What follows belongs to an exercise in optimizing a design on an open flow for small area, a short achievable clock period and few clock cycles per item; a production flow would make more cautious choices. At most, simulation tests tie the RTL to the original design; equivalence was not proved. Function not checked in run 6: the RTL went through the layout flow alone. No activity file was given, so power comes from the tool's default toggle rates.

==> design/flow/config.mk <==
export PLATFORM = sky130hd
export DESIGN_NAME = window_stack_hit_test
export DESIGN_NICKNAME = window_stack_hit_test
export VERILOG_FILES = /design/flow/design.v
export SDC_FILE = /design/flow/constraint.sdc
export NUM_CORES = 4
export LEC_CHECK = 0
export CAP_MARGIN = 30
export CELL_PAD_IN_SITES_DETAIL_PLACEMENT = 1
export CELL_PAD_IN_SITES_GLOBAL_PLACEMENT = 1
export CORE_MARGIN = 2
export CORE_UTILIZATION = 55
export SETUP_SLACK_MARGIN = 4.4
export SLEW_MARGIN = 20
==> design/flow/constraint.sdc <==
create_clock -name core_clock -period 8.0 [get_ports {clk_i}]
set_input_delay 1.6000 -clock core_clock [delete_from_list [all_inputs] [get_ports {clk_i}]]
set_output_delay 1.6000 -clock core_clock [all_outputs]
set_load 0.01 [all_outputs]
==> design/flow/design.v <==
package wsh_pkg;
  localparam int MAX_WINDOWS = 16;
  localparam int COORD_BITS  = 12;
  localparam int SLOT_W   = 5;
  localparam int ID_OUT_W = 5;
  localparam int CNT_W    = 5;
  localparam int APB_AW   = 3;
  localparam int APB_DW   = 32;
  localparam int POS_W = $clog2(MAX_WINDOWS + 1);
  localparam logic CMD_LOAD  = 1'b0;
  localparam logic CMD_CLICK = 1'b1;
  localparam logic REG_WINDOW_COUNT = 1'b0;
  typedef logic [COORD_BITS-1:0] coord_t;
  typedef logic [POS_W-1:0]      pos_t;
  typedef struct packed {
    coord_t left;
    coord_t bottom;
    coord_t right;
    coord_t top;
  } rect_t;
  typedef struct packed {
    logic load_we;
    logic point_we;
    logic search_en;
    logic shift_en;
  } wsh_cmd_t;
  localparam logic [2:0] ST_IDLE   = 3'b001;
  localparam logic [2:0] ST_SEARCH = 3'b010;
  localparam logic [2:0] ST_SHIFT  = 3'b100;
endpackage
module wsh_ctrl (
  input  logic                           clk_i,
  input  logic                           rst_ni,
  input  logic                           in_valid_i,
  input  logic                           command_i,
  input  logic                           out_ready_i,
  input  logic                           res_we_i,
  input  logic                           res_hit_i,
  input  logic [wsh_pkg::ID_OUT_W-1:0]   res_id_i,
  output logic                           in_ready_o,
  output logic                           accept_o,
  output logic                           out_valid_o,
  output logic                           hit_o,
  output logic [wsh_pkg::ID_OUT_W-1:0]   window_id_o
);
  localparam int RW = wsh_pkg::ID_OUT_W + 1;
  logic [2:0]    cred_q, cred_d;
  logic          rdy_q;
  logic          take;
  logic [3:0]    v_q, v_d;
  logic [RW-1:0] e0_q, e1_q, e2_q, e3_q;
  logic [RW-1:0] e0_d, e1_d, e2_d, e3_d;
  logic [3:0]    sv;
  logic [RW-1:0] s0, s1, s2;
  logic [RW-1:0] w;
  assign in_ready_o = rdy_q;
  assign accept_o   = in_valid_i && rdy_q;
  assign take       = v_q[0] && out_ready_i;
  always_comb begin
    cred_d = cred_q;
    if (accept_o && (command_i == wsh_pkg::CMD_CLICK) && !take) cred_d = cred_q + 3'd1;
    if (!(accept_o && (command_i == wsh_pkg::CMD_CLICK)) && take) cred_d = cred_q - 3'd1;
  end
  assign w = {res_hit_i, res_id_i};
  always_comb begin
    if (take) begin
      sv = {1'b0, v_q[3:1]};
      s0 = e1_q;
      s1 = e2_q;
      s2 = e3_q;
    end else begin
      sv = v_q;
      s0 = e0_q;
      s1 = e1_q;
      s2 = e2_q;
    end
    v_d  = sv;
    e0_d = s0;
    e1_d = s1;
    e2_d = s2;
    e3_d = e3_q;
    if (res_we_i) begin
      if (!sv[0]) begin
        v_d[0] = 1'b1;
        e0_d   = w;
      end else if (!sv[1]) begin
        v_d[1] = 1'b1;
        e1_d   = w;
      end else if (!sv[2]) begin
        v_d[2] = 1'b1;
        e2_d   = w;
      end else begin
        v_d[3] = 1'b1;
        e3_d   = w;
      end
    end
  end
  always_ff @(posedge clk_i or negedge rst_ni) begin
    if (!rst_ni) begin
      cred_q <= '0;
      rdy_q  <= 1'b1;
      v_q    <= '0;
    end else begin
      cred_q <= cred_d;
      rdy_q  <= (cred_d < 3'd4);
      v_q    <= v_d;
    end
  end
  always_ff @(posedge clk_i) begin
    e0_q <= e0_d;
    e1_q <= e1_d;
    e2_q <= e2_d;
    e3_q <= e3_d;
  end
  assign out_valid_o = v_q[0];
  assign hit_o       = e0_q[RW-1];
  assign window_id_o = e0_q[RW-2:0];
endmodule
module wsh_cmp (
  input  logic [4*wsh_pkg::COORD_BITS-1:0] rect_i,
  input  logic [wsh_pkg::COORD_BITS-1:0]   x_i,
  input  logic [wsh_pkg::COORD_BITS-1:0]   y_i,
  output logic                             in_o
);
  localparam int CB = wsh_pkg::COORD_BITS;
  function automatic logic ge(input logic [11:0] a, input logic [11:0] b);
    logic [11:0] g1, q1;
    logic [5:0]  g2, q2;
    logic [2:0]  g3, q3;
    logic        g4;
    g1    = a & ~b;
    q1    = a | ~b;
    g1[0] = a[0] | ~b[0];
    for (int i = 0; i < 6; i++) begin
      g2[i] = g1[2*i+1] | (q1[2*i+1] & g1[2*i]);
      q2[i] = q1[2*i+1] & q1[2*i];
    end
    for (int i = 0; i < 3; i++) begin
      g3[i] = g2[2*i+1] | (q2[2*i+1] & g2[2*i]);
      q3[i] = q2[2*i+1] & q2[2*i];
    end
    g4 = g3[1] | (q3[1] & g3[0]);
    ge = g3[2] | (q3[2] & g4);
  endfunction
  assign in_o = ge(x_i, rect_i[4*CB-1:3*CB]) && ge(rect_i[2*CB-1:CB], x_i)
             && ge(y_i, rect_i[3*CB-1:2*CB]) && ge(rect_i[CB-1:0], y_i);
endmodule
module wsh_dp (
  input  logic                           clk_i,
  input  logic                           rst_ni,
  input  logic                           accept_i,
  input  logic                           command_i,
  input  logic [wsh_pkg::MAX_WINDOWS-1:0] act_i,
  input  logic [wsh_pkg::SLOT_W-1:0]     slot_i,
  input  logic [wsh_pkg::COORD_BITS-1:0] left_i,
  input  logic [wsh_pkg::COORD_BITS-1:0] bottom_i,
  input  logic [wsh_pkg::COORD_BITS-1:0] right_i,
  input  logic [wsh_pkg::COORD_BITS-1:0] top_i,
  input  logic [wsh_pkg::COORD_BITS-1:0] point_x_i,
  input  logic [wsh_pkg::COORD_BITS-1:0] point_y_i,
  output logic                           res_we_o,
  output logic                           hit_o,
  output logic [wsh_pkg::ID_OUT_W-1:0]   window_id_o
);
  localparam int NW = wsh_pkg::MAX_WINDOWS;
  localparam int CB = wsh_pkg::COORD_BITS;
  localparam int RW = 4 * CB;
  logic [NW-1:0][RW-1:0] rect_q;
  logic [NW-1:0][3:0]    perm_q;
  logic [NW-1:0][3:0]    perm_d;
  logic [NW-1:0][3:0]    idp_q;
  logic [NW-1:0][3:0]    idp_d;
  logic          ld_a_q;     
  logic          ck_a_q;     
  logic [3:0]    pos_a_q;    
  logic [RW-1:0] dat_a_q;    
  logic          slot_ok;
  logic          ld_b_q;
  logic          ck_b_q;
  logic [3:0]    pos_b_q;
  logic [RW-1:0] dat_b_q;
  logic [NW-1:0] m_b_q;      
  logic [CB-1:0] px, py;
  logic [NW-1:0] m_a;
  logic          m_fw;
  logic [3:0]    ld_e;
  assign slot_ok = (slot_i >= 1) && (slot_i <= NW);
  always_ff @(posedge clk_i or negedge rst_ni) begin
    if (!rst_ni) begin
      ld_a_q <= 1'b0;
      ck_a_q <= 1'b0;
      ld_b_q <= 1'b0;
      ck_b_q <= 1'b0;
    end else begin
      ld_a_q <= accept_i && (command_i == wsh_pkg::CMD_LOAD) && slot_ok;
      ck_a_q <= accept_i && (command_i == wsh_pkg::CMD_CLICK);
      ld_b_q <= ld_a_q;
      ck_b_q <= ck_a_q;
    end
  end
  always_ff @(posedge clk_i) begin
    pos_a_q <= 4'(slot_i - 5'd1);
    dat_a_q <= (command_i == wsh_pkg::CMD_CLICK) ? {left_i, bottom_i, point_x_i, point_y_i}
                                                 : {left_i, bottom_i, right_i, top_i};
    pos_b_q <= pos_a_q;
    dat_b_q <= dat_a_q;
  end
  assign px = dat_a_q[2*CB-1:CB];
  assign py = dat_a_q[CB-1:0];
  for (genvar e = 0; e < NW; e++) begin : g_cmp
    wsh_cmp u_cmp (
      .rect_i (rect_q[e]),
      .x_i    (px),
      .y_i    (py),
      .in_o   (m_a[e])
    );
  end
  wsh_cmp u_cmp_ld (
    .rect_i (dat_b_q),
    .x_i    (px),
    .y_i    (py),
    .in_o   (m_fw)
  );
  always_ff @(posedge clk_i) begin
    for (int e = 0; e < NW; e++) begin
      m_b_q[e] <= (ld_b_q && (ld_e == e)) ? m_fw : m_a[e];
    end
  end
  logic [NW-1:0] last;
  logic [NW-1:0] mp;
  logic [NW-1:0] above;
  logic [NW-1:0] upto;
  logic [NW-1:0] shift;
  logic          found;
  logic [NW-1:0][8:0] wd;
  logic [8:0]    win;
  always_comb begin
    for (int p = 0; p < NW; p++) begin
      mp[p]   = m_b_q[perm_q[p]] && act_i[p];
      last[p] = act_i[p] && ((p == NW - 1) || !act_i[(p + 1) % NW]);
      wd[p]   = {(idp_q[p] == 4'd0), idp_q[p], perm_q[p]};
    end
  end
  function automatic logic [9:0] pick(input logic [NW-1:0] m, input logic [NW-1:0][8:0] d);
    logic [7:0][9:0] l1;
    logic [3:0][9:0] l2;
    logic [1:0][9:0] l3;
    for (int i = 0; i < 8; i++) begin
      l1[i] = {m[2*i+1] || m[2*i], m[2*i+1] ? d[2*i+1] : d[2*i]};
    end
    for (int i = 0; i < 4; i++) begin
      l2[i] = {l1[2*i+1][9] || l1[2*i][9], l1[2*i+1][9] ? l1[2*i+1][8:0] : l1[2*i][8:0]};
    end
    for (int i = 0; i < 2; i++) begin
      l3[i] = {l2[2*i+1][9] || l2[2*i][9], l2[2*i+1][9] ? l2[2*i+1][8:0] : l2[2*i][8:0]};
    end
    pick = {l3[1][9] || l3[0][9], l3[1][9] ? l3[1][8:0] : l3[0][8:0]};
  endfunction
  always_comb begin
    {found, win} = pick(mp, wd);
    above[NW-1] = 1'b0;
    for (int p = NW - 2; p >= 0; p--) begin
      above[p] = above[p+1] || mp[p+1];
    end
    upto[0] = mp[0];
    for (int p = 1; p < NW; p++) begin
      upto[p] = upto[p-1] || mp[p];
    end
    for (int p = 0; p < NW; p++) begin
      shift[p] = upto[p] && !above[p] && act_i[p] && !last[p];
    end
  end
  always_comb begin
    for (int p = 0; p < NW; p++) begin
      perm_d[p] = perm_q[p];
      idp_d[p]  = idp_q[p];
      if (ck_b_q) begin
        if (last[p] && found) begin
          perm_d[p] = win[3:0];
          idp_d[p]  = win[7:4];
        end else if (shift[p]) begin
          perm_d[p] = perm_q[(p + 1) % NW];
          idp_d[p]  = idp_q[(p + 1) % NW];
        end
      end
      if (ld_b_q && (pos_b_q == p)) begin
        idp_d[p] = pos_b_q + 4'd1;
      end
    end
  end
  always_ff @(posedge clk_i or negedge rst_ni) begin
    if (!rst_ni) begin
      for (int p = 0; p < NW; p++) begin
        perm_q[p] <= 4'(p);
        idp_q[p]  <= 4'(p + 1);
      end
    end else begin
      perm_q <= perm_d;
      idp_q  <= idp_d;
    end
  end
  assign ld_e = perm_q[pos_b_q];
  for (genvar e = 0; e < NW; e++) begin : g_entry
    always_ff @(posedge clk_i) begin
      if (ld_b_q && (ld_e == e)) begin
        rect_q[e] <= dat_b_q;
      end
    end
  end
  assign res_we_o    = ck_b_q;
  assign hit_o       = found;
  assign window_id_o = found ? {win[8], win[7:4]} : 5'd0;
endmodule
module window_stack_hit_test (
  input  logic                                clk_i,
  input  logic                                rst_ni,
  input  logic                                in_valid_i,
  output logic                                in_ready_o,
  input  logic                                command_i,
  input  logic [wsh_pkg::SLOT_W-1:0]          slot_i,
  input  logic [wsh_pkg::COORD_BITS-1:0]      left_i,
  input  logic [wsh_pkg::COORD_BITS-1:0]      bottom_i,
  input  logic [wsh_pkg::COORD_BITS-1:0]      right_i,
  input  logic [wsh_pkg::COORD_BITS-1:0]      top_i,
  input  logic [wsh_pkg::COORD_BITS-1:0]      point_x_i,
  input  logic [wsh_pkg::COORD_BITS-1:0]      point_y_i,
  output logic                                out_valid_o,
  input  logic                                out_ready_i,
  output logic                                hit_o,
  output logic [wsh_pkg::ID_OUT_W-1:0]        window_id_o,
  input  logic                                psel,
  input  logic                                penable,
  input  logic                                pwrite,
  input  logic [wsh_pkg::APB_AW-1:0]          paddr,
  input  logic [wsh_pkg::APB_DW-1:0]          pwdata,
  output logic [wsh_pkg::APB_DW-1:0]          prdata,
  output logic                                pready
);
  localparam int CB = wsh_pkg::COORD_BITS;
  logic [wsh_pkg::CNT_W-1:0] window_count_q;
  logic                      reg_sel;
  logic                      accept;
  logic                      res_we;
  logic                      res_hit;
  logic [wsh_pkg::ID_OUT_W-1:0] res_id;
  assign pready  = 1'b1;
  assign reg_sel = (paddr[wsh_pkg::APB_AW-1] == wsh_pkg::REG_WINDOW_COUNT);
  always_ff @(posedge clk_i or negedge rst_ni) begin
    if (!rst_ni) begin
      window_count_q <= 1;
    end else if (psel && penable && pwrite && reg_sel) begin
      window_count_q <= pwdata[wsh_pkg::CNT_W-1:0];
    end
  end
  assign prdata = reg_sel ? {{(wsh_pkg::APB_DW-wsh_pkg::CNT_W){1'b0}}, window_count_q} : '0;
  logic [wsh_pkg::MAX_WINDOWS-1:0] act_q;
  always_ff @(posedge clk_i or negedge rst_ni) begin
    if (!rst_ni) begin
      act_q <= 1;
    end else if (psel && penable && pwrite && reg_sel) begin
      for (int p = 0; p < wsh_pkg::MAX_WINDOWS; p++) begin
        act_q[p] <= (pwdata[wsh_pkg::CNT_W-1:0] > p);
      end
    end
  end
  wsh_ctrl u_ctrl (
    .clk_i       (clk_i),
    .rst_ni      (rst_ni),
    .in_valid_i  (in_valid_i),
    .command_i   (command_i),
    .out_ready_i (out_ready_i),
    .res_we_i    (res_we),
    .res_hit_i   (res_hit),
    .res_id_i    (res_id),
    .in_ready_o  (in_ready_o),
    .accept_o    (accept),
    .out_valid_o (out_valid_o),
    .hit_o       (hit_o),
    .window_id_o (window_id_o)
  );
  wsh_dp u_dp (
    .clk_i          (clk_i),
    .rst_ni         (rst_ni),
    .accept_i       (accept),
    .command_i      (command_i),
    .act_i          (act_q),
    .slot_i         (slot_i),
    .left_i         (left_i),
    .bottom_i       (bottom_i),
    .right_i        (right_i),
    .top_i          (top_i),
    .point_x_i      (point_x_i),
    .point_y_i      (point_y_i),
    .res_we_o       (res_we),
    .hit_o          (res_hit),
    .window_id_o    (res_id)
  );
endmodule
==> design/flow/run.sh <==
#!/bin/bash
# synth_recipe.tcl (not shown) runs the flow's synth.tcl, then flattens the netlist and writes it again
# the make line also repeats each setting of config.mk as NAME=value (left out here)
make -C /OpenROAD-flow-scripts/flow DESIGN_CONFIG=/design/flow/config.mk WORK_HOME=/design/flow/orfs CLKGATE_MAP_FILE= SYNTH_SCRIPT=/design/flow/synth_recipe.tcl finish
==> results of run 1 <==
## stage by stage
stage          area, um2  util [%]  setup WS, ns  instances  hold slack (ns)
2_1_floorplan      52900         -          4.35       4485            0.310
3_3_place_gp       54900      57.8          2.48       5647            0.311
3_5_place_dp       55000      58.0          2.38       5657            0.314
4_1_cts            62000      65.4          4.29       6043            0.327
5_1_grt            65400      69.0          3.64       6204            0.332
6_report           65400      69.0          3.55       6206            0.326
## critical path, stage by stage, from the launching register on
cell,delay [ns]
sky130_fd_sc_hd__dfstp_4,0.68
sky130_fd_sc_hd__mux4_2,0.53
sky130_fd_sc_hd__o22a_1,0.25
sky130_fd_sc_hd__and3_4,0.21
sky130_fd_sc_hd__or2_4,0.28
sky130_fd_sc_hd__buf_12,0.14
sky130_fd_sc_hd__buf_4,0.13
sky130_fd_sc_hd__buf_4,0.14
sky130_fd_sc_hd__a211oi_4,0.54
sky130_fd_sc_hd__o221ai_4,0.40
sky130_fd_sc_hd__mux2i_2,0.34
sky130_fd_sc_hd__buf_12,0.22
sky130_fd_sc_hd__nand2_1,0.15
sky130_fd_sc_hd__o21ai_0,0.27
## flip-flops by register name (all words and copies together) (netlist names), 3 cells and up
register	count
u_dp.rect_q	768
u_dp.idp_q	64
u_dp.perm_q	64
u_dp.dat_a_q	48
u_dp.dat_b_q	48
act_q	16
u_dp.m_b_q	16
u_ctrl.e0_q	6
u_ctrl.e1_q	6
u_ctrl.e2_q	6
u_ctrl.e3_q	6
window_count_q	5
u_ctrl.v_q	4
u_dp.pos_a_q	4
u_dp.pos_b_q	4
u_ctrl.cred_q	3
## layout make-up
cell class              count  area (um2)
well taps                1265        1580
clock buffers             153        3150
clock inverters            59         847
inverters                 186         766
repair buffers            544        5640
diodes                      2        5.00
flip-flops and latches   1073       30200
repair inverters            2        12.5
fillers                  9019       29400
multi-input cells        2922       23200
## cells in the mapped netlist (37+ instances only)
library cell                 n
sky130_fd_sc_hd__edfxtp_1  774
sky130_fd_sc_hd__nand2_1   332
sky130_fd_sc_hd__maj3_1    320
sky130_fd_sc_hd__nor2_1    262
sky130_fd_sc_hd__o21ai_0   213
sky130_fd_sc_hd__clkbuf_1  181
sky130_fd_sc_hd__inv_1     173
sky130_fd_sc_hd__a21oi_1   169
sky130_fd_sc_hd__nor2b_1   152
sky130_fd_sc_hd__nand2b_1  149
sky130_fd_sc_hd__dfxtp_1   138
sky130_fd_sc_hd__nor3_1     95
sky130_fd_sc_hd__dfrtp_1    94
sky130_fd_sc_hd__nand3_1    90
sky130_fd_sc_hd__mux2i_1    75
sky130_fd_sc_hd__mux4_2     73
sky130_fd_sc_hd__mux2_2     69
sky130_fd_sc_hd__dfstp_2    67
sky130_fd_sc_hd__o22ai_1    60
sky130_fd_sc_hd__o221ai_1   56
sky130_fd_sc_hd__a31oi_1    53
sky130_fd_sc_hd__buf_1      51
sky130_fd_sc_hd__a211oi_1   49
sky130_fd_sc_hd__o211ai_1   46
sky130_fd_sc_hd__nor4_1     45
sky130_fd_sc_hd__o31ai_1    43
sky130_fd_sc_hd__buf_2      41
sky130_fd_sc_hd__buf_4      37
## power by group
group	internal, mW	switching (mW)	leakage, nW
Sequential	6.53	0.816	10.0
Combinational	3.37	4.96	10.8
Clock	3.34	2.37	1.94
Total	13.2	8.14	22.7
## kinds of logic after synthesis
group / synth area share, %
AND/OR/NAND/NOR: 12.1
flip-flops: 57.3
AO/OA/AOI/OAI: 14.0
buffers and inverters: 4.01
adder cells (fa/ha/maj): 6.33
multiplexers: 6.26
XOR/XNOR: 0.0500
other: 0.0143
## worst paths after layout
path,end,slack [ns],cells after the start
max in group asynchronous,window_count_q[3],5.66,2
hold reg to reg,u_dp.dat_b_q[42],0.33,0
hold / removal,u_dp.dat_b_q[42],0.33,0
setup / recovery,u_ctrl.e0_q[0],3.55,13
min in group asynchronous,u_dp.idp_q[4],0.93,1
setup reg to reg,u_ctrl.e0_q[0],3.55,13
## metal layers
layer  wire length, um  share of wire (%)  vias up
li1                  -                  -    17702
met1             74400                 35    22267
met2            101000                 47     2967
met3             19500                9.1     1035
met4             18300                8.6       10
met5                81              0.038        -
## what timing repair did
| item | CTS | global route |
|---|---|---|
| pin swaps | 64 | 169 |
| gates cloned | 19 | 11 |
| buffers inserted | 155 | 145 |
| gates resized for setup | 366 | 480 |
| setup endpoints to repair | 857 | 419 |
==> flow_summary.rst, run 1 <==
.. list-table::
   :header-rows: 1

   * - Metric
     - Value
   * - Worst slew pin tran
     - 1.53 ns
   * - Crit path launch type
     - flip-flop
   * - Later-pin clock latency in the skew report
     - 0.74 ns
   * - Critical Path Fanout Max
     - 16
   * - Areal power density over the cells
     - about 330 nW/um2
   * - Row count
     - about 110
   * - Final setup violation count
     - 0
   * - Fraction of registers with async set/reset
     - 15.0%
   * - Power Total
     - 21.4 mW
   * - Crit Reg-Reg Startpoint
     - u_dp.perm_q[44]
   * - Number of instances in the synthesized netlist
     - 4,459
   * - Pin count of the biggest net entering global routing
     - 84
   * - Aggregate global-route resource usage
     - 38.0%
   * - Relative slew slack
     - -1.78%
   * - Summed negative setup slack over all endpoints
     - 0 ns
   * - Cells taking the most area after synthesis
     - sky130_fd_sc_hd__edfxtp_1, sky130_fd_sc_hd__maj3_1, sky130_fd_sc_hd__dfxtp_1
   * - Antenna-violating nets left
     - 0
   * - Number of antenna violations at the first check in global routing
     - 9
   * - Cell chosen for the clock root
     - sky130_fd_sc_hd__clkbuf_16
   * - Setup repair after global routing missed its margin
     - true
   * - TritonCTS clock tree
     - yes
   * - Routed WL per cell
     - 34.3 um
   * - Status
     - failed layout checks
   * - Number of nets at the end of the flow
     - 4,970
   * - Most frequent cells in the layout
     - sky130_fd_sc_hd__edfxtp_1, sky130_fd_sc_hd__nand2_1, sky130_fd_sc_hd__buf_4
   * - P_leak
     - between 20 and 25 nW
   * - Via density per instance
     - ~7
   * - Final cycle utilization of the critical path
     - a little under three fifths
   * - Worst Hold Launch
     - u_dp.dat_a_q[42]
   * - Core area
     - approximately 95,000 um2
   * - Share of the synthesized area in the top cell type
     - about 44%
   * - Total die area
     - slightly below 100,000 um2
   * - I/O Pins
     - 161
   * - Remaining routing DRC violations
     - 0
   * - Synth Cell Area
     - 52,600 um2
   * - Worst hold path class
     - flip-flop to flip-flop
   * - Number of buffers on the longest clock path
     - 3
   * - Startpoint of the worst setup timing path
     - u_dp.perm_q[44]
   * - Max capacitance violation total
     - 1
   * - First drt pass iteration count
     - 6
   * - Post-detailed-routing wire length
     - ~210,000 um
   * - Clock sink count
     - around 1,100
   * - Failed layout checks
     - capacitance limit
   * - Min Clock Period, post-route
     - 4.45 ns
   * - Global-route met3 utilization
     - about 5.1%
   * - Number of CTS-inserted buffers
     - 111
   * - Worst path arrival time
     - 5.05 ns
   * - CTS clk-pin slew, worst paths
     - 0.07 ns
   * - Initial drt markers
     - 5,749
   * - Final weighted congestion in routability-driven placement
     - about 0.95
   * - Kind of capture point of the worst setup path
     - flip-flop
   * - Most used flip-flop cell after synthesis
     - sky130_fd_sc_hd__edfxtp_1
   * - Layout Skew
     - ~0.044 ns
   * - Vias in the first global route
     - approximately 43,000
   * - Number of I/O port buffers
     - slightly above 100
   * - Distinct cells, synth
     - approximately 110
   * - Layout cell share with drive strength beyond 1
     - 27.6%
   * - Initial core utilization
     - a little under three fifths
   * - Critical path data required time
     - 8.60 ns
   * - Die X-Extent
     - about 310 um
   * - Number of enable flip-flop cells after synthesis
     - 774
   * - Sequential-to-total area share from yosys stat
     - a little under three fifths
   * - Total half-perimeter wirelength after legalization and detailed placement
     - roughly 110,000 um
   * - Worst IR Drop VDD
     - 0.000266 V
   * - Global route overflow
     - 0
   * - Top cell type by total area after synthesis
     - sky130_fd_sc_hd__edfxtp_1
   * - Count of hold-fix buffers inserted at cts
     - 0
   * - Hold Violations, Final
     - 0
   * - Flop and latch count out of synthesis
     - around 1,100
   * - Pins over their slew limit
     - 15
   * - Depth of the CTS H-tree
     - 3
   * - Chip height
     - 313 um
   * - Synth warnings
     - 4
   * - Wire length of the first global-routing pass
     - 278,000 um
   * - Via count
     - between 40,000 and 50,000
   * - Highest attainable clock frequency
     - 0.225 GHz
   * - Most common cell after layout, fill and taps aside
     - sky130_fd_sc_hd__edfxtp_1
   * - Mean instance size in the synthesized netlist
     - 11.8 um2
   * - Path type of the worst setup path
     - flip-flop to flip-flop
   * - Met2 global-route usage
     - between 60% and 70%
   * - Area added between synthesis and finish
     - 24.4%
   * - Grt peak-use layer
     - met2
   * - Met1 demand-to-capacity share in global routing
     - between 40% and 50%
Testbench counts, summed over its fixed seeds: cycles 9,624, items 9,600.
==> run 2: changes to the inputs <==
--- a/design/flow/config.mk
+++ b/design/flow/config.mk
@@ -7,8 +7,8 @@
 export LEC_CHECK = 0
 export CAP_MARGIN = 30
-export CELL_PAD_IN_SITES_DETAIL_PLACEMENT = 1
-export CELL_PAD_IN_SITES_GLOBAL_PLACEMENT = 1
+export CELL_PAD_IN_SITES_DETAIL_PLACEMENT = 2
+export CELL_PAD_IN_SITES_GLOBAL_PLACEMENT = 2
 export CORE_MARGIN = 2
-export CORE_UTILIZATION = 55
+export CORE_UTILIZATION = 35
 export SETUP_SLACK_MARGIN = 4.4
 export SLEW_MARGIN = 20
==> flow_summary.rst, run 2 <==
.. list-table::
   :header-rows: 1

   * - Metric
     - Value
   * - Status
     - no timing/DRC/antenna violations
   * - Depth of the CTS H-tree
     - 4
   * - Share of the synthesized area in the top cell type
     - between 40 and 50%
   * - Clock sink count
     - 1,073
   * - Critical path data required time
     - between 8 and 9 ns
   * - Number of flip-flops in the largest register
     - approximately 770
   * - Path type of the worst setup path
     - flip-flop to flip-flop
   * - Max Used Layer
     - met5
   * - FF/Latch Area
     - 30,200 um2
   * - Count of hold-fix buffers inserted at cts
     - 0
   * - Crit path launch type
     - flip-flop
   * - Pin count of the biggest net entering global routing
     - ~130
   * - Row count
     - about 140
   * - Max capacitance violation total
     - 0
   * - Min Clock Period, post-route
     - about 3.8 ns
   * - Post-detailed-routing wire length
     - about 220,000 um
   * - Layout Skew
     - about 0.044 ns
   * - Final setup violation count
     - 0
   * - Aggregate global-route resource usage
     - 27.2%
   * - Global route overflow
     - 0
   * - TritonCTS clock tree
     - yes
   * - Highest attainable clock frequency
     - roughly 0.26 GHz
   * - Die X-Extent
     - slightly below 400 um
   * - Most common cell after layout, fill and taps aside
     - sky130_fd_sc_hd__edfxtp_1
   * - Cells taking the most area after synthesis
     - sky130_fd_sc_hd__edfxtp_1, sky130_fd_sc_hd__maj3_1, sky130_fd_sc_hd__dfxtp_1
   * - Most numerous cell in the Yosys netlist
     - sky130_fd_sc_hd__edfxtp_1
   * - Worst setup timing slack at the placement stage
     - 2.46 ns
   * - Remaining routing DRC violations
     - 0
   * - Later-pin clock latency in the skew report
     - between 0.7 and 0.8 ns
   * - Pins over their slew limit
     - 0
   * - Total die area
     - roughly 150,000 um2
   * - Power Total
     - about 22 mW
   * - Number of CTS-inserted buffers
     - around 130
   * - Area added between synthesis and finish
     - 27.1%
   * - Worst slew pin tran
     - roughly 1.1 ns
   * - Layout cell share with drive strength beyond 1
     - 27.2%
   * - I/O Pins
     - between 150 and 200
   * - Via count
     - between 40,000 and 50,000
   * - Worst Hold Path Cells
     - 0
   * - Final weighted congestion in routability-driven placement
     - approximately 0.84
   * - Critical Path Fanout Max
     - 6
   * - Most used flip-flop cell after synthesis
     - sky130_fd_sc_hd__edfxtp_1
   * - Met3 wire length
     - between 7000 and 8000 um
   * - Commonest cells in the netlist
     - sky130_fd_sc_hd__edfxtp_1, sky130_fd_sc_hd__nand2_1, sky130_fd_sc_hd__maj3_1, sky130_fd_sc_hd__nor2_1, sky130_fd_sc_hd__o21ai_0
   * - Initial drt markers
     - roughly 3,000
   * - Relative slew slack
     - around 26%
   * - Routed WL per cell
     - around 31 um
   * - Initial core utilization
     - 35.2%
   * - Worst IR Drop VDD
     - slightly below 0.0003 V
   * - Number of enable flip-flop cells after synthesis
     - 774
   * - Flop and latch count out of synthesis
     - between 1,000 and 1,500
   * - Fraction of registers with async set/reset
     - ~15%
   * - Vias in the first global route
     - about 44,000
   * - Mean instance size in the synthesized netlist
     - between 10 and 15 um2
   * - Area of the multi-input gates
     - 23,200 um2
   * - First drt pass iteration count
     - 5
   * - Sequential-to-total area share from yosys stat
     - 57.3%
   * - Detail Route met2 WL
     - roughly 110,000 um
   * - Total half-perimeter wirelength after legalization and detailed placement
     - between 100,000 and 150,000 um
   * - Via density per instance
     - 5.86
   * - Number of buffers on the longest clock path
     - 3
   * - Antenna-violating nets left
     - 0
   * - Worst path arrival time
     - around 4.5 ns
   * - Worst hold path class
     - flip-flop to flip-flop
   * - Number of nets at the end of the flow
     - roughly 5,000
   * - Distinct cells, synth
     - 106
   * - Kind of capture point of the worst setup path
     - flip-flop
   * - M1 WL
     - roughly 90,000 um
   * - CTS clk-pin slew, worst paths
     - 0.06 ns
   * - Cell chosen for the clock root
     - sky130_fd_sc_hd__clkbuf_16
   * - Register ranked first by flip-flop count
     - u_dp.rect_q
   * - Final cycle utilization of the critical path
     - approximately 48%
   * - Worst setup slack for register-to-register paths
     - 4.19 ns
   * - P_leak
     - roughly 23 nW
   * - Number of antenna violations at the first check in global routing
     - 5
   * - Areal power density over the cells
     - 326 nW/um2
   * - Core area
     - roughly 150,000 um2
   * - Final hold slack
     - between 0.3 and 0.4 ns
   * - Most frequent cells in the layout
     - sky130_fd_sc_hd__edfxtp_1, sky130_fd_sc_hd__nand2_1, sky130_fd_sc_hd__maj3_1
   * - Total of fill cells in the finished design
     - between 10,000 and 15,000
   * - Summed negative setup slack over all endpoints
     - 0 ns
   * - Fin worst setup slack
     - ~4.2 ns
   * - Synth Cell Area
     - between 50,000 and 60,000 um2
   * - Number of I/O port buffers
     - ~100
   * - Wire length of the first global-routing pass
     - between 300,000 and 400,000 um
   * - Number of instances in the synthesized netlist
     - between 4,000 and 5,000
   * - Setup repair after global routing missed its margin
     - true
   * - Chip height
     - between 300 and 400 um
   * - Top cell type by total area after synthesis
     - sky130_fd_sc_hd__edfxtp_1
   * - Hold Violations, Final
     - 0
   * - Synth warnings
     - 4
   * - Depth of the worst register-to-register path
     - 15
   * - Registers with the highest flip-flop counts
     - u_dp.rect_q x768, u_dp.idp_q x64, u_dp.perm_q x64
[run 2: through the flow]
step	std cells	utilization [%]	instance area [um2]
2_1_floorplan	4485	-	52900
3_3_place_gp	6424	37.5	56000
5_1_grt	6955	44.7	66900
6_report	6958	44.7	66900
4_1_cts	6888	43.5	65200
3_5_place_dp	6431	37.5	56100
[run 2: logic make-up after synthesis]
family                   count (synthesis)  share of synthesized area, %
AND/OR/NAND/NOR                       1270                          12.1
flip-flops                            1073                          57.3
other                                    2                        0.0143
XOR/XNOR                                 3                        0.0500
multiplexers                           227                          6.26
adder cells (fa/ha/maj)                330                          6.33
AO/OA/AOI/OAI                         1053                          14.0
buffers and inverters                  501                          4.01
[run 2: cell type report]
type / count / share of cell area, %
sequential: 1073 / 45.1
multi-input combinational: 2919 / 34.8
timing repair buffer: 515 / 8.49
clock buffer: 201 / 5.83
tap: 2016 / 3.77
inverter: 186 / 1.15
clock inverter: 43 / 0.812
timing repair inverter: 2 / 0.0243
antenna: 3 / 0.0112
[run 2: path summary, 6_finish.rpt]
kind	start	endpoint
setup reg to reg	u_dp.perm_q[60]	u_dp.perm_q[32]
setup / recovery	u_dp.perm_q[60]	u_dp.perm_q[32]
min in group asynchronous	rst_ni	u_dp.idp_q[10]
max in group asynchronous	rst_ni	act_q[1]
hold reg to reg	u_dp.dat_a_q[32]	u_dp.dat_b_q[32]
hold / removal	u_dp.dat_a_q[32]	u_dp.dat_b_q[32]
[run 2: where the power goes]
| part | switching, mW | leakage (nW) | internal (mW) | total (mW) |
|---|---|---|---|---|
| Clock | 2.57 | 2.14 | 3.54 | 6.11 |
| Sequential | 0.756 | 10.0 | 6.54 | 7.29 |
| Combinational | 4.77 | 10.7 | 3.62 | 8.39 |
| Total | 8.09 | 22.9 | 13.7 | 21.8 |
[run 2: layer usage]
| layer | up-vias | track usage [%] |
|---|---|---|
| met5 | - | 0 |
| met4 | 2 | 10.7 |
| met3 | 364 | 3.14 |
| met2 | 947 | 47.3 |
| met1 | 21775 | 34.6 |
| li1 | 17714 | - |
[run 2: worst max-delay path, stage by stage (launching register included)]
cell                       delay, ns
sky130_fd_sc_hd__dfstp_2        0.62
sky130_fd_sc_hd__mux4_2         0.52
sky130_fd_sc_hd__mux2_4         0.30
sky130_fd_sc_hd__a22o_4         0.27
sky130_fd_sc_hd__nor3_4         0.28
sky130_fd_sc_hd__buf_4          0.17
sky130_fd_sc_hd__nand3_4        0.18
sky130_fd_sc_hd__buf_4          0.21
sky130_fd_sc_hd__buf_6          0.11
sky130_fd_sc_hd__buf_4          0.13
sky130_fd_sc_hd__nor4_4         0.21
sky130_fd_sc_hd__buf_4          0.18
sky130_fd_sc_hd__a22o_4         0.14
sky130_fd_sc_hd__buf_4          0.15
sky130_fd_sc_hd__nand3_1        0.11
sky130_fd_sc_hd__o221ai_2       0.09
[run 2: repair_timing]
action                     CTS  global route
setup endpoints to repair  887           432
buffers inserted           187            52
pin swaps                  138            95
gates cloned                26            11
gates resized for setup    622           227
==> run 3: changes to the inputs <==
--- a/design/flow/config.mk
+++ b/design/flow/config.mk
@@ -11,4 +11,5 @@
 export CORE_MARGIN = 2
 export CORE_UTILIZATION = 35
-export SETUP_SLACK_MARGIN = 4.4
+export CTS_BUF_LIST = sky130_fd_sc_hd__clkbuf_4
+export SETUP_SLACK_MARGIN = 4.1
 export SLEW_MARGIN = 20
==> flow_summary.rst, run 3 <==
.. list-table::
   :header-rows: 1

   * - Metric
     - Value
   * - Status
     - no timing/DRC/antenna violations
   * - Final cycle utilization of the critical path
     - 48.7%
   * - Number of enable flip-flop cells after synthesis
     - ~770
   * - Crit path launch type
     - flip-flop
   * - Highest attainable clock frequency
     - ~0.26 GHz
   * - Registers with the highest flip-flop counts
     - u_dp.rect_q x768, u_dp.idp_q x64, u_dp.perm_q x64
   * - Die X-Extent
     - about 390 um
   * - Fin worst setup slack
     - roughly 4.1 ns
   * - Min Clock Period, post-route
     - about 3.9 ns
   * - Post-route insts no fill
     - 7,164
   * - Chip height
     - just under 400 um
   * - Synth Cell Area
     - 52,600 um2
   * - Remaining routing DRC violations
     - 0
   * - CTS clk-pin slew, worst paths
     - roughly 0.08 ns
   * - Global route overflow
     - 0
   * - Flop and latch count out of synthesis
     - between 1,000 and 1,500
   * - Initial drt markers
     - 2,170
   * - Cell chosen for the clock root
     - sky130_fd_sc_hd__clkbuf_4
   * - Kind of capture point of the worst setup path
     - flip-flop
   * - Most used flip-flop cell after synthesis
     - sky130_fd_sc_hd__edfxtp_1
   * - Fraction of registers with async set/reset
     - between 10% and 20%
   * - Hold Violations, Final
     - 0
   * - Depth of the CTS H-tree
     - 5
   * - Via density per instance
     - ~5.6
   * - Via count
     - between 40,000 and 50,000
   * - Distinct cells, synth
     - ~110
   * - Final weighted congestion in routability-driven placement
     - ~0.83
   * - Worst IR Drop VDD
     - between 0.0002 and 0.0003 V
   * - Number of nets at the end of the flow
     - around 5,000
   * - Total of fill cells in the finished design
     - 15,362
   * - Areal power density over the cells
     - 292 nW/um2
   * - Max capacitance violation total
     - 0
   * - Pins over their slew limit
     - 0
   * - Top cell type by total area after synthesis
     - sky130_fd_sc_hd__edfxtp_1
   * - Master of the slowest instance on the critical path
     - sky130_fd_sc_hd__dfstp_2
   * - Buffers plus inverters on the worst setup path
     - 2
   * - Power Total
     - roughly 18 mW
   * - Summed negative setup slack over all endpoints
     - 0 ns
   * - Worst hold path class
     - flip-flop to flip-flop
   * - Worst setup timing slack at the placement stage
     - between 2 and 2.5 ns
   * - Synth warnings
     - 4
   * - Critical path data required time
     - 9.03 ns
   * - Chain of cells forming the critical path
     - mux4_2 -> mux2_2 -> a22o_4 -> nor3_4 -> and3_4 -> buf_4 -> nand2_1 -> o221ai_4 -> mux2i_2 -> buf_6 -> nor4_1 -> a21oi_1
   * - Register ranked first by flip-flop count
     - u_dp.rect_q
   * - Most numerous cell in the Yosys netlist
     - sky130_fd_sc_hd__edfxtp_1
   * - Row count
     - ~140
   * - Core area
     - around 150,000 um2
   * - Total half-perimeter wirelength after legalization and detailed placement
     - 128,000 um
   * - Layout Skew
     - around 0.13 ns
   * - Number of I/O port buffers
     - ~100
   * - Kind of cell adding the most delay to the critical path
     - simple AND/OR/NAND/NOR gates
   * - Post-detailed-routing wire length
     - 198,000 um
   * - Final hold slack
     - 0.317 ns
   * - I/O Pins
     - 161
   * - Sequential-to-total area share from yosys stat
     - between 50% and 60%
   * - Antenna-violating nets left
     - 0
   * - Share of the synthesized area in the top cell type
     - around 44%
   * - Wire length of the first global-routing pass
     - roughly 290,000 um
   * - Relative slew slack
     - between 30% and 40%
   * - Number of flip-flops in the largest register
     - ~770
   * - Vias in the first global route
     - 43,023
   * - TritonCTS clock tree
     - yes
   * - Path type of the worst setup path
     - flip-flop to flip-flop
   * - Most common cell after layout, fill and taps aside
     - sky130_fd_sc_hd__edfxtp_1
   * - P_leak
     - 21.8 nW
   * - Total die area
     - ~150,000 um2
   * - Commonest cells in the netlist
     - sky130_fd_sc_hd__edfxtp_1, sky130_fd_sc_hd__nand2_1, sky130_fd_sc_hd__maj3_1, sky130_fd_sc_hd__nor2_1, sky130_fd_sc_hd__o21ai_0
   * - Setup repair after global routing missed its margin
     - true
   * - Cells taking the most area after synthesis
     - sky130_fd_sc_hd__edfxtp_1, sky130_fd_sc_hd__maj3_1, sky130_fd_sc_hd__dfxtp_1
   * - Area added between synthesis and finish
     - 19.1%
   * - Number of instances in the synthesized netlist
     - between 4,000 and 5,000
   * - Later-pin clock latency in the skew report
     - approximately 1.3 ns
   * - Critical Path Fanout Max
     - 16
   * - Final setup violation count
     - 0
   * - # placed instances
     - about 6,400
   * - First drt pass iteration count
     - 5
   * - Worst path arrival time
     - ~5 ns
   * - Count of hold-fix buffers inserted at cts
     - 0
   * - Layout cell share with drive strength beyond 1
     - about 24%
   * - Pin count of the biggest net entering global routing
     - between 60 and 70
   * - Routed WL per cell
     - approximately 28 um
   * - Number of antenna violations at the first check in global routing
     - 4
   * - Aggregate global-route resource usage
     - 25.4%
   * - Number of buffers on the longest clock path
     - 4
   * - Clock sink count
     - 1,073
   * - Delay of the slowest cell on the worst path
     - ~0.63 ns
   * - Mean instance size in the synthesized netlist
     - 11.8 um2
   * - Most frequent cells in the layout
     - sky130_fd_sc_hd__edfxtp_1, sky130_fd_sc_hd__clkbuf_4, sky130_fd_sc_hd__nand2_1
   * - Worst slew pin tran
     - 0.994 ns
   * - Number of CTS-inserted buffers
     - 330
   * - Initial core utilization
     - roughly a third
[run 3: cell count changes in the layout (fill, tap and decap cells not counted), sizes merged, moves of 2 or more]
cell,before,now
clkbuf,214,515
buf,400,286
clkinv,33,55
dlygate4sd2,0,7
clkinvlp,15,10
bufbuf,6,2
diode,3,7
bufinv,4,1
clkdlybuf4s50,95,93
inv,179,181
[run 3: logic make-up (layout without fill, tap and decap cells)]
kind of cell,after synthesis,in the layout,share of synthesized area [%]
muxes,227,227,6.26
other,2,35,0.0143
buffers and inverters,501,1151,4.01
xor gates and xnor gates,3,3,0.0500
adders and majority gates,330,330,6.33
AOI/OAI and AO/OA,1053,1054,14.0
DFF,1073,1073,57.3
and+or+nand+nor,1270,1275,12.1
[run 3: worst register-to-register path, cell delays in order, from the launching register on]
cell                       delay, ns
sky130_fd_sc_hd__dfstp_2        0.63
sky130_fd_sc_hd__mux4_2         0.51
sky130_fd_sc_hd__mux2_2         0.32
sky130_fd_sc_hd__a22o_4         0.28
sky130_fd_sc_hd__nor3_4         0.34
sky130_fd_sc_hd__and3_4         0.34
sky130_fd_sc_hd__buf_4          0.15
sky130_fd_sc_hd__nand2_1        0.08
sky130_fd_sc_hd__o221ai_4       0.32
sky130_fd_sc_hd__mux2i_2        0.14
sky130_fd_sc_hd__buf_6          0.22
sky130_fd_sc_hd__nor4_1         0.37
sky130_fd_sc_hd__a21oi_1        0.08
[run 3: metrics by stage]
stage	instance area, um2	utilization, %
6_report	62600	41.9
5_1_grt	62600	41.9
4_1_cts	61500	41.1
3_5_place_dp	56000	37.4
3_3_place_gp	55900	37.4
2_1_floorplan	52800	-
[run 3: area by class of cell]
type	count	area, um2	area share [%]
multi-input combinational	2917	21400	34.1
antenna	7	17.5	0.0280
timing repair buffer	394	3700	5.91
clock buffer	510	3830	6.11
clock inverter	61	259	0.413
sequential	1073	30200	48.2
inverter	186	752	1.20
tap	2016	2520	4.03
[run 3: power breakdown]
part	total, mW	internal [mW]	switching [mW]
Combinational	5.65	2.23	3.42
Clock	5.41	2.91	2.51
Sequential	7.24	6.54	0.700
[run 3: worst paths after layout]
| check | startpoint | endpoint | slack, ns | cells after the start |
|---|---|---|---|---|
| worst max-delay path | u_dp.perm_q[60] | u_dp.idp_q[1] | 4.10 | 12 |
| worst min-delay path | u_dp.dat_a_q[43] | u_dp.dat_b_q[43] | 0.32 | 0 |
| worst max register to register | u_dp.perm_q[60] | u_dp.idp_q[1] | 4.10 | 12 |
| worst min register to register | u_dp.dat_a_q[43] | u_dp.dat_b_q[43] | 0.32 | 0 |
| max in group asynchronous | rst_ni | u_ctrl.v_q[0] | 6.28 | 2 |
| min in group asynchronous | rst_ni | u_dp.idp_q[2] | 0.34 | 1 |
[run 3: timing repair]
item | in CTS | in global routing
endpoints found under the setup margin | 556 | 224
buffers inserted | 73 | 69
pin swaps | 34 | 35
cloned | 5 | 6
gates resized for setup | 177 | 92
[run 3: metal layers]
layer,part of all wire (%),track usage (%)
met4,3.6,10.7
met2,50,44.0
met3,3.4,3.70
met1,43,31.6
met5,0,0
==> run 4: changes to the inputs <==
--- a/design/flow/config.mk
+++ b/design/flow/config.mk
@@ -11,5 +11,6 @@
 export CORE_MARGIN = 2
 export CORE_UTILIZATION = 35
-export CTS_BUF_LIST = sky130_fd_sc_hd__clkbuf_4
+export CTS_BUF_LIST = sky130_fd_sc_hd__clkbuf_8
+export PLACE_DENSITY = 0.75
 export SETUP_SLACK_MARGIN = 4.1
 export SLEW_MARGIN = 20
==> flow_summary.rst, run 4 <==
.. list-table::
   :header-rows: 1

   * - Metric
     - Value
   * - Flop and latch count out of synthesis
     - between 1,000 and 1,500
   * - Top cell type by total area after synthesis
     - sky130_fd_sc_hd__edfxtp_1
   * - Hold Violations, Final
     - 0
   * - Global route overflow
     - 0
   * - Most used flip-flop cell after synthesis
     - sky130_fd_sc_hd__edfxtp_1
   * - Kind of capture point of the worst setup path
     - flip-flop
   * - Utilization after layout
     - between 40% and 50%
   * - Min Clock Period, post-route
     - 4.04 ns
   * - Number of nets at the end of the flow
     - between 4,000 and 5,000
   * - Setup repair after global routing missed its margin
     - true
   * - Final hold slack
     - ~0.32 ns
   * - Count of hold-fix buffers inserted at cts
     - 0
   * - Chip height
     - 392 um
   * - Register ranked first by flip-flop count
     - u_dp.rect_q
   * - Summed negative setup slack over all endpoints
     - 0 ns
   * - P_leak
     - between 20 and 25 nW
   * - Via count
     - ~42,000
   * - Number of buffers on the longest clock path
     - 3
   * - Cells taking the most area after synthesis
     - sky130_fd_sc_hd__edfxtp_1, sky130_fd_sc_hd__maj3_1, sky130_fd_sc_hd__dfxtp_1
   * - Worst IR Drop VDD
     - between 0.0002 and 0.0003 V
   * - Pins over their slew limit
     - 0
   * - Mean instance size in the synthesized netlist
     - 11.8 um2
   * - Final weighted congestion in routability-driven placement
     - 0.891
   * - Number of flip-flops in the largest register
     - ~770
   * - Status
     - no timing/DRC/antenna violations
   * - Die X-Extent
     - around 390 um
   * - Pin count of the biggest net entering global routing
     - 89
   * - Initial core utilization
     - a little over a third
   * - Max capacitance violation total
     - 0
   * - Relative slew slack
     - between 20 and 25%
   * - Antenna-violating nets left
     - 0
   * - Internal power summed over all cells
     - roughly 12 mW
   * - Areal power density over the cells
     - between 300 and 400 nW/um2
   * - I/O Pins
     - roughly 160
   * - Critical path data required time
     - about 8.6 ns
   * - Core area
     - 150,000 um2
   * - Number of antenna violations at the first check in global routing
     - 4
   * - # placed instances
     - ~6,400
   * - Detail Route met2 WL
     - 103,000 um
   * - Commonest cells in the netlist
     - sky130_fd_sc_hd__edfxtp_1, sky130_fd_sc_hd__nand2_1, sky130_fd_sc_hd__maj3_1, sky130_fd_sc_hd__nor2_1, sky130_fd_sc_hd__o21ai_0
   * - Post-layout instance area
     - between 60,000 and 70,000 um2
   * - Worst slew pin tran
     - between 1 and 1.5 ns
   * - Final setup violation count
     - 0
   * - Routed WL per cell
     - just over 30 um
   * - Cell chosen for the clock root
     - sky130_fd_sc_hd__clkbuf_8
   * - Synth Cell Area
     - 52,600 um2
   * - Remaining routing DRC violations
     - 0
   * - Clock share of power
     - approximately 28%
   * - Later-pin clock latency in the skew report
     - between 0.9 and 1 ns
   * - Post-route insts no fill
     - 6,962
   * - Number of CTS-inserted buffers
     - 188
   * - Power Total
     - 19.2 mW
   * - Aggregate global-route resource usage
     - between 20 and 30%
   * - Path type of the worst setup path
     - flip-flop to flip-flop
   * - Registers with the highest flip-flop counts
     - u_dp.rect_q x768, u_dp.idp_q x64, u_dp.perm_q x64
   * - Synth warnings
     - 4
   * - Part of the power in combinational logic
     - about a third
   * - Layout cell share with drive strength beyond 1
     - 20.7%
   * - Placement Cell Area
     - between 50,000 and 60,000 um2
   * - Worst setup timing slack at the placement stage
     - 2.40 ns
   * - Met3 wire length
     - between 10,000 and 15,000 um
   * - Most common cell after layout, fill and taps aside
     - sky130_fd_sc_hd__edfxtp_1
   * - Number of instances in the synthesized netlist
     - between 4,000 and 5,000
   * - Critical Path Fanout Max
     - 26
   * - Worst path arrival time
     - around 4.6 ns
   * - Most frequent cells in the layout
     - sky130_fd_sc_hd__edfxtp_1, sky130_fd_sc_hd__nand2_1, sky130_fd_sc_hd__maj3_1
   * - Post-detailed-routing wire length
     - 214,000 um
   * - Via density per instance
     - 5.97
   * - M1 WL
     - between 80,000 and 90,000 um
   * - Max Used Layer
     - met5
   * - Fin worst setup slack
     - just under 4 ns
   * - First drt pass iteration count
     - 8
   * - Highest attainable clock frequency
     - between 0.2 and 0.25 GHz
   * - Total die area
     - 153,000 um2
   * - Net switching power of the design
     - approximately 7.2 mW
   * - Fraction of registers with async set/reset
     - roughly 15%
   * - Final cycle utilization of the critical path
     - about 51%
   * - Distinct cells, synth
     - about 110
   * - Row count
     - between 100 and 150
   * - Total half-perimeter wirelength after legalization and detailed placement
     - ~130,000 um
   * - Vias in the first global route
     - 44,153
   * - Most numerous cell in the Yosys netlist
     - sky130_fd_sc_hd__edfxtp_1
   * - Net switching fraction of the power
     - between 30% and 40%
   * - Part of the power in registers
     - between 30% and 40%
   * - Clock sink count
     - approximately 1,100
   * - Number of enable flip-flop cells after synthesis
     - 774
   * - CTS clk-pin slew, worst paths
     - 0.06 ns
   * - Worst hold path class
     - flip-flop to flip-flop
   * - TritonCTS clock tree
     - yes
   * - Number of I/O port buffers
     - 103
   * - Initial drt markers
     - 3,492
   * - Area added between synthesis and finish
     - 19.4%
   * - Share of the synthesized area in the top cell type
     - 44.2%
   * - Depth of the CTS H-tree
     - 4
   * - Layout Skew
     - approximately 0.061 ns
   * - Crit path launch type
     - flip-flop
   * - Wire length of the first global-routing pass
     - 304,000 um
   * - Sequential-to-total area share from yosys stat
     - 57.3%
run 4: cell counts after synthesis:
No cell type changed its count.
run 4: timing repair:
item,CTS,global route
endpoints found under the setup margin,807,209
gates cloned,11,7
pin swaps,36,28
gates resized for setup,178,104
buffers inserted,110,53
run 4: worst max-delay path, stage by stage, from the launching register on:
cell and delay [ns]:
sky130_fd_sc_hd__dfxtp_4 0.44, sky130_fd_sc_hd__buf_12 0.17, sky130_fd_sc_hd__buf_4 0.12, sky130_fd_sc_hd__mux4_2 0.55, sky130_fd_sc_hd__mux4_2 0.59, sky130_fd_sc_hd__nor2b_1 0.31
sky130_fd_sc_hd__nand2_1 0.41, sky130_fd_sc_hd__or2_2 0.58, sky130_fd_sc_hd__clkinvlp_4 0.17, sky130_fd_sc_hd__buf_6 0.33
run 4: final timing paths:
kind                                       start                to  slack [ns]  depth (start not counted)
worst min register to register  u_dp.dat_a_q[33]  u_dp.dat_b_q[33]        0.32                          0
worst max register to register   u_dp.pos_b_q[0]  u_dp.rect_q[437]        3.96                          9
worst max-delay path             u_dp.pos_b_q[0]  u_dp.rect_q[437]        3.96                          9
max in group asynchronous                 rst_ni      u_ctrl.rdy_q        5.70                          3
worst min-delay path            u_dp.dat_a_q[33]  u_dp.dat_b_q[33]        0.32                          0
min in group asynchronous                 rst_ni          act_q[5]        0.81                          1
run 4: final cells by class:
| type | instances | area [um2] |
|---|---|---|
| Clock inverter | 123 | 882 |
| Tap cell | 2016 | 2520 |
| Timing Repair inverter | 4 | 30.0 |
| Multi-Input combinational cell | 2920 | 21500 |
| Inverter | 186 | 741 |
| Timing Repair Buffer | 407 | 3760 |
| Antenna cell | 2 | 5.00 |
| Sequential cell | 1073 | 30200 |
| Clock buffer | 231 | 3180 |
| Fill cell | 15279 | 86800 |
run 4: per-layer routing:
layer	GRT usage, %	up-vias
met1	33.1	21816
li1	-	17581
met3	4.39	517
met4	15.3	4
met5	0	-
met2	44.3	1668
run 4: power by group through the flow:
stage	Sequential (mW)	Combinational (mW)	Clock [mW]
2_1_floorplan	6.89	3.02	0
5_1_grt	7.36	6.62	5.79
4_1_cts	7.27	5.56	5.55
3_3_place_gp	7.36	4.38	0
6_report	7.31	6.40	5.45
3_5_place_dp	7.38	4.62	0
run 4: cell families after synthesis:
logic type      count (synthesis)  share of synthesized area (%)
other cells                     2                         0.0143
buf+inv                       501                           4.01
fa+ha+maj                     330                           6.33
simple gates                 1270                           12.1
compound gates               1053                           14.0
mux                           227                           6.26
flops                        1073                           57.3
xor+xnor                        3                         0.0500
==> run 5: changes to the inputs <==
--- a/design/flow/config.mk
+++ b/design/flow/config.mk
@@ -12,5 +12,4 @@
 export CORE_UTILIZATION = 35
 export CTS_BUF_LIST = sky130_fd_sc_hd__clkbuf_8
-export PLACE_DENSITY = 0.75
 export SETUP_SLACK_MARGIN = 4.1
 export SLEW_MARGIN = 20
==> flow_summary.rst, run 5 <==
.. list-table::
   :header-rows: 1

   * - Metric
     - Value
   * - Initial drt markers
     - approximately 2,200
   * - Worst path arrival time
     - approximately 4.7 ns
   * - Sequential-to-total area share from yosys stat
     - a little under three fifths
   * - Fin worst setup slack
     - between 4 and 5 ns
   * - Worst hold path class
     - flip-flop to flip-flop
   * - Final cycle utilization of the critical path
     - between 40% and 50%
   * - Crit path launch type
     - flip-flop
   * - Via count
     - 39,268
   * - Final weighted congestion in routability-driven placement
     - approximately 0.83
   * - Vias in the first global route
     - approximately 42,000
   * - Synth warnings
     - 4
   * - Remaining routing DRC violations
     - 0
   * - Most common cell after layout, fill and taps aside
     - sky130_fd_sc_hd__edfxtp_1
   * - End point of the worst hold path
     - u_dp.pos_b_q[1]
   * - Fraction of registers with async set/reset
     - ~15%
   * - Worst Hold Launch
     - u_dp.pos_a_q[1]
   * - Commonest cells in the netlist
     - sky130_fd_sc_hd__edfxtp_1, sky130_fd_sc_hd__nand2_1, sky130_fd_sc_hd__maj3_1, sky130_fd_sc_hd__nor2_1, sky130_fd_sc_hd__o21ai_0
   * - Kind of capture point of the worst setup path
     - flip-flop
   * - Most frequent cells in the layout
     - sky130_fd_sc_hd__edfxtp_1, sky130_fd_sc_hd__nand2_1, sky130_fd_sc_hd__maj3_1
   * - Layout Skew
     - 0.0646 ns
   * - Final hold slack
     - between 0.3 and 0.4 ns
   * - First drt pass iteration count
     - 7
   * - Critical path data required time
     - approximately 8.8 ns
   * - Number of instances in the synthesized netlist
     - between 4,000 and 5,000
   * - Number of buffers on the longest clock path
     - 3
   * - Depth of the worst register-to-register path
     - 13
   * - Worst slew pin tran
     - about 0.97 ns
   * - Flop and latch count out of synthesis
     - 1,073
   * - Utilization after layout
     - approximately two fifths
   * - TritonCTS clock tree
     - yes
   * - Wire length of the first global-routing pass
     - 285,000 um
   * - Later-pin clock latency in the skew report
     - between 0.9 and 1 ns
   * - FF/Latch Area
     - ~30,000 um2
   * - Antenna-violating nets left
     - 0
   * - Summed negative setup slack over all endpoints
     - 0 ns
   * - Core area
     - between 100,000 and 150,000 um2
   * - P_leak
     - roughly 22 nW
   * - Pin count of the biggest net entering global routing
     - 61
   * - Distinct cells, synth
     - 106
   * - Placement Cell Area
     - 56,000 um2
   * - Chip height
     - approximately 390 um
   * - Number of I/O port buffers
     - 103
   * - Total die area
     - roughly 150,000 um2
   * - Routed WL per cell
     - 28.0 um
   * - Post-layout instance area
     - 62,300 um2
   * - Aggregate global-route resource usage
     - ~25%
   * - Hold Violations, Final
     - 0
   * - Critical Path Fanout Max
     - 27
   * - Highest attainable clock frequency
     - around 0.26 GHz
   * - Depth of the CTS H-tree
     - 4
   * - Register ranked first by flip-flop count
     - u_dp.rect_q
   * - Number of antenna violations at the first check in global routing
     - 6
   * - Number of CTS-inserted buffers
     - slightly below 200
   * - Row count
     - approximately 140
   * - Via density per instance
     - 5.65
   * - Cells taking the most area after synthesis
     - sky130_fd_sc_hd__edfxtp_1, sky130_fd_sc_hd__maj3_1, sky130_fd_sc_hd__dfxtp_1
   * - Post-route insts no fill
     - around 7,000
   * - I/O Pins
     - around 160
   * - Total of fill cells in the finished design
     - 15,224
   * - Min Clock Period, post-route
     - between 3 and 4 ns
   * - Max capacitance violation total
     - 0
   * - Number of flip-flops in the largest register
     - 768
   * - Registers with the highest flip-flop counts
     - u_dp.rect_q x768, u_dp.idp_q x64, u_dp.perm_q x64
   * - Synth Cell Area
     - between 50,000 and 60,000 um2
   * - Areal power density over the cells
     - around 290 nW/um2
   * - Initial core utilization
     - 35.2%
   * - Share of the synthesized area in the top cell type
     - between 40% and 50%
   * - Die X-Extent
     - between 300 and 400 um
   * - Area of the multi-input gates
     - ~21,000 um2
   * - Pins over their slew limit
     - 0
   * - Power Total
     - between 15 and 20 mW
   * - Post-detailed-routing wire length
     - around 190,000 um
   * - Path type of the worst setup path
     - flip-flop to flip-flop
   * - Crit Reg-Reg Startpoint
     - u_dp.dat_a_q[9]
   * - Top cell type by total area after synthesis
     - sky130_fd_sc_hd__edfxtp_1
   * - Number of enable flip-flop cells after synthesis
     - between 700 and 800
   * - Clock sink count
     - about 1,100
   * - Mean instance size in the synthesized netlist
     - between 10 and 15 um2
   * - Setup repair after global routing missed its margin
     - true
   * - Layout cell share with drive strength beyond 1
     - around a fifth
   * - Total half-perimeter wirelength after legalization and detailed placement
     - between 100,000 and 150,000 um
   * - Worst Hold Path Cells
     - 0
   * - Final setup violation count
     - 0
   * - Worst setup slack for register-to-register paths
     - 4.10 ns
   * - Cell chosen for the clock root
     - sky130_fd_sc_hd__clkbuf_8
   * - # placed instances
     - 6,427
   * - CTS clk-pin slew, worst paths
     - 0.06 ns
   * - Status
     - no timing/DRC/antenna violations
   * - Global route overflow
     - 0
   * - Area added between synthesis and finish
     - 18.4%
   * - Worst setup timing slack at the placement stage
     - about 2.2 ns
   * - Most numerous cell in the Yosys netlist
     - sky130_fd_sc_hd__edfxtp_1
   * - Worst IR Drop VDD
     - slightly below 0.0003 V
   * - Reg-to-Reg End
     - u_dp.m_b_q[0]
   * - Relative slew slack
     - 35.4%
   * - Most used flip-flop cell after synthesis
     - sky130_fd_sc_hd__edfxtp_1
   * - Number of nets at the end of the flow
     - 4,885
run 5: cell counts after synthesis:
Identical to the previous run, type by type.
run 5: what timing repair did:
item	CTS	global route
hold buffers	0	0
hold endpoints to repair	0	0
gates cloned	3	0
gates resized for setup	167	85
setup endpoints to repair	561	217
setup buffers	74	65
pin swaps	30	25
run 5: worst max-delay path by stage:
stage,from,to,slack (ns),cells after the start
final,u_dp.dat_a_q[9],u_dp.m_b_q[0],4.10,13
after global routing,u_dp.pos_b_q[0],u_dp.rect_q[502],3.96,7
after CTS,u_dp.pos_b_q[1],u_dp.rect_q[502],4.03,6
after detailed placement,u_dp.m_b_q[10],u_dp.idp_q[50],2.16,11
after global placement,u_dp.m_b_q[14],u_dp.idp_q[48],2.33,11
after floorplan,u_dp.pos_b_q[0],u_dp.m_b_q[13],4.14,11
run 5: layout make-up:
class,count,area share (%)
clock inverters,140,1.27
flip-flops and latches,1073,48.5
well taps,2016,4.05
diodes,7,0.0281
repair buffers,388,5.72
inverters,186,1.18
clock buffers,228,5.04
multi-input cells,2912,34.2
run 5: layer usage:
layer / track usage, % / part of all wire [%] / wire [um]
met1: 31.8 / 43 / 84200
met2: 43.7 / 50 / 96800
met3: 3.27 / 3.3 / 6330
met4: 9.53 / 3.7 / 7270
met5: 0 / 0 / 0
run 5: kinds of logic after synthesis:
group,count (synthesis),share of synthesized area (%)
compound gates,1053,14.0
xor+xnor,3,0.0500
fa+ha+maj,330,6.33
buf+inv,501,4.01
flops,1073,57.3
mux,227,6.26
other cells,2,0.0143
simple gates,1270,12.1
run 5: critical path: stages, from the launching register on:
cell,delay [ns]
sky130_fd_sc_hd__dfxtp_1,0.29
sky130_fd_sc_hd__buf_4,0.24
sky130_fd_sc_hd__clkinv_1,0.14
sky130_fd_sc_hd__buf_6,0.27
sky130_fd_sc_hd__buf_12,0.24
sky130_fd_sc_hd__nor2_1,0.07
sky130_fd_sc_hd__maj3_1,0.36
sky130_fd_sc_hd__o22ai_1,0.14
sky130_fd_sc_hd__nand4_1,0.33
sky130_fd_sc_hd__nor3_4,0.35
sky130_fd_sc_hd__o21ai_0,0.27
sky130_fd_sc_hd__a311oi_2,0.38
sky130_fd_sc_hd__nor3b_4,0.42
sky130_fd_sc_hd__o21bai_1,0.20
run 5: power breakdown:
part           internal (mW)  switching (mW)
clock network           2.73            2.51
logic                   2.14            3.37
registers               6.54           0.699
==> run 6: changes to the inputs <==
--- a/design/flow/design.v
+++ b/design/flow/design.v
@@ -167,4 +167,5 @@
   localparam int RW = 4 * CB;
   logic [NW-1:0][RW-1:0] rect_q;
+  logic [NW-1:0][3:0]    perm_x_q;   
   logic [NW-1:0][3:0]    perm_q;
   logic [NW-1:0][3:0]    perm_d;
@@ -292,10 +293,17 @@
     if (!rst_ni) begin
       for (int p = 0; p < NW; p++) begin
-        perm_q[p] <= 4'(p);
-        idp_q[p]  <= 4'(p + 1);
+        perm_x_q[p] <= '0;
+        idp_q[p]    <= 4'(p + 1);
       end
     end else begin
-      perm_q <= perm_d;
-      idp_q  <= idp_d;
+      for (int p = 0; p < NW; p++) begin
+        perm_x_q[p] <= perm_d[p] ^ 4'(p);
+      end
+      idp_q <= idp_d;
+    end
+  end
+  always_comb begin
+    for (int p = 0; p < NW; p++) begin
+      perm_q[p] = perm_x_q[p] ^ 4'(p);
     end
   end
==> flow_summary.rst, run 6 <==
.. list-table::
   :header-rows: 1

   * - Metric
     - Value
   * - Status
     - no timing/DRC/antenna violations
   * - Placement Cell Area
     - ~55,000 um2
   * - Final weighted congestion in routability-driven placement
     - 0.831
   * - Path type of the worst setup path
     - flip-flop to flip-flop
   * - Global-route met3 utilization
     - under 10%
   * - Most numerous cell in the Yosys netlist
     - sky130_fd_sc_hd__edfxtp_1
   * - Share of the synthesized area in the top cell type
     - a little under half
   * - Total half-perimeter wirelength after legalization and detailed placement
     - 125,000 um
   * - Worst hold path class
     - flip-flop to flip-flop
   * - Power Total
     - ~16 mW
   * - I/O Pins
     - 161
   * - Reg-to-Reg End
     - u_dp.idp_q[20]
   * - Routed WL per cell
     - around 29 um
   * - Top cell type by total area after synthesis
     - sky130_fd_sc_hd__edfxtp_1
   * - Remaining routing DRC violations
     - 0
   * - Final setup violation count
     - 0
   * - P_leak
     - around 22 nW
   * - Crit path launch type
     - flip-flop
   * - Row count
     - 140
   * - Pins over their slew limit
     - 0
   * - Final cycle utilization of the critical path
     - approximately half
   * - CTS clk-pin slew, worst paths
     - ~0.07 ns
   * - Aggregate global-route resource usage
     - between 20 and 30%
   * - Worst IR Drop VDD
     - roughly 0.00014 V
   * - Crit Reg-Reg Startpoint
     - u_dp.perm_x_q[48]
   * - Worst slew pin tran
     - ~1.0 ns
   * - Min Clock Period, post-route
     - about 3.9 ns
   * - Most used flip-flop cell after synthesis
     - sky130_fd_sc_hd__edfxtp_1
   * - Number of I/O port buffers
     - between 100 and 150
   * - Initial core utilization
     - a little over a third
   * - Via density per instance
     - between 5 and 6
   * - Met2 global-route usage
     - a little over two fifths
   * - Pin count of the biggest net entering global routing
     - 123
   * - Area of the multi-input gates
     - a little over 20,000 um2
   * - Flop and latch count out of synthesis
     - approximately 1,100
   * - Total die area
     - approximately 150,000 um2
   * - Later-pin clock latency in the skew report
     - 0.93 ns
   * - Relative slew slack
     - 31.1%
   * - Hold Violations, Final
     - 0
   * - Fin worst setup slack
     - 4.09 ns
   * - Summed negative setup slack over all endpoints
     - 0 ns
   * - Number of instances in the synthesized netlist
     - roughly 4,200
   * - Synth warnings
     - 4
   * - Layout Skew
     - around 0.063 ns
   * - Registers with the highest flip-flop counts
     - u_dp.rect_q x768, u_dp.idp_q x64
   * - TritonCTS clock tree
     - yes
   * - Grt peak-use layer
     - met2
   * - Commonest cells in the netlist
     - sky130_fd_sc_hd__edfxtp_1, sky130_fd_sc_hd__maj3_1, sky130_fd_sc_hd__nand2_1, sky130_fd_sc_hd__nor2_1, sky130_fd_sc_hd__a21oi_1
   * - Sequential-to-total area share from yosys stat
     - 58.4%
run 6: critical path, cell delays in order (launching register included):
cell and delay [ns]:
sky130_fd_sc_hd__dfrtp_2 0.51, sky130_fd_sc_hd__mux4_2 0.57, sky130_fd_sc_hd__mux4_2 0.52, sky130_fd_sc_hd__a222oi_1 0.39, sky130_fd_sc_hd__buf_4 0.20, sky130_fd_sc_hd__nand4_4 0.10, sky130_fd_sc_hd__buf_12 0.17, sky130_fd_sc_hd__nor2_4 0.16
sky130_fd_sc_hd__buf_12 0.15, sky130_fd_sc_hd__buf_6 0.11, sky130_fd_sc_hd__nor3b_2 0.04, sky130_fd_sc_hd__buf_4 0.17, sky130_fd_sc_hd__a21boi_4 0.29, sky130_fd_sc_hd__nor2_1 0.08, sky130_fd_sc_hd__a211oi_1 0.22, sky130_fd_sc_hd__a21oi_1 0.06
run 6: cells by family after synthesis:
kind of cell / synth area share, %
xor gates and xnor gates: 0.0510
and+or+nand+nor: 10.9
AOI/OAI and AO/OA: 12.5
other: 0.0146
muxes: 7.08
buffers and inverters: 3.66
adders and majority gates: 7.47
DFF: 58.4
run 6: how the worst min path moves through the flow:
stage | startpoint | endpoint | slack [ns] | depth (start not counted)
6_report | u_dp.dat_a_q[35] | u_dp.dat_b_q[35] | 0.33 | 0
5_1_grt | u_dp.pos_a_q[3] | u_dp.pos_b_q[3] | 0.33 | 0
3_3_place_gp | u_dp.dat_a_q[28] | u_dp.dat_b_q[28] | 0.31 | 0
4_1_cts | u_dp.dat_a_q[30] | u_dp.dat_b_q[30] | 0.33 | 0
2_1_floorplan | u_dp.dat_a_q[24] | u_dp.dat_b_q[24] | 0.31 | 0
3_5_place_dp | u_dp.pos_a_q[3] | u_dp.pos_b_q[3] | 0.31 | 0
run 6: through the flow:
stage | cells | utilization [%]
finish | 6638 | 42.3
global route | 6638 | 42.3
CTS | 6544 | 41.4
detailed placement | 6102 | 37.8
global placement | 6089 | 37.6
floorplan | 4223 | -
run 6: cell type report:
cell class                 instances  share of cell area [%]
tap                             1917                    3.88
sequential                      1073                    48.8
clock buffer                     229                    5.10
inverter                         173                    1.13
timing repair buffer             407                    6.34
clock inverter                   143                    1.23
multi-input combinational       2695                    33.5
antenna                            1                 0.00405
run 6: repair_timing:
item,in CTS,in global routing
gates resized for setup,197,128
endpoints found under the setup margin,499,188
setup buffers,63,86
hold buffers,0,0
gates cloned,7,5
pin swaps,32,52
run 6: where the power goes:
group / total (mW) / internal [mW] / switching [mW]
clock network: 5.23 / 2.70 / 2.53
registers: 7.20 / 6.50 / 0.701
logic: 3.68 / 1.56 / 2.12
run 6: layer usage:
| layer | routed length [um] | part of all wire (%) | up-vias |
|---|---|---|---|
| met3 | 6520 | 3.3 | 322 |
| met1 | 84800 | 43 | 20277 |
| met2 | 96500 | 49 | 841 |
| met4 | 7200 | 3.7 | 0 |
| met5 | 0 | 0 | - |
| li1 | - | - | 16733 |
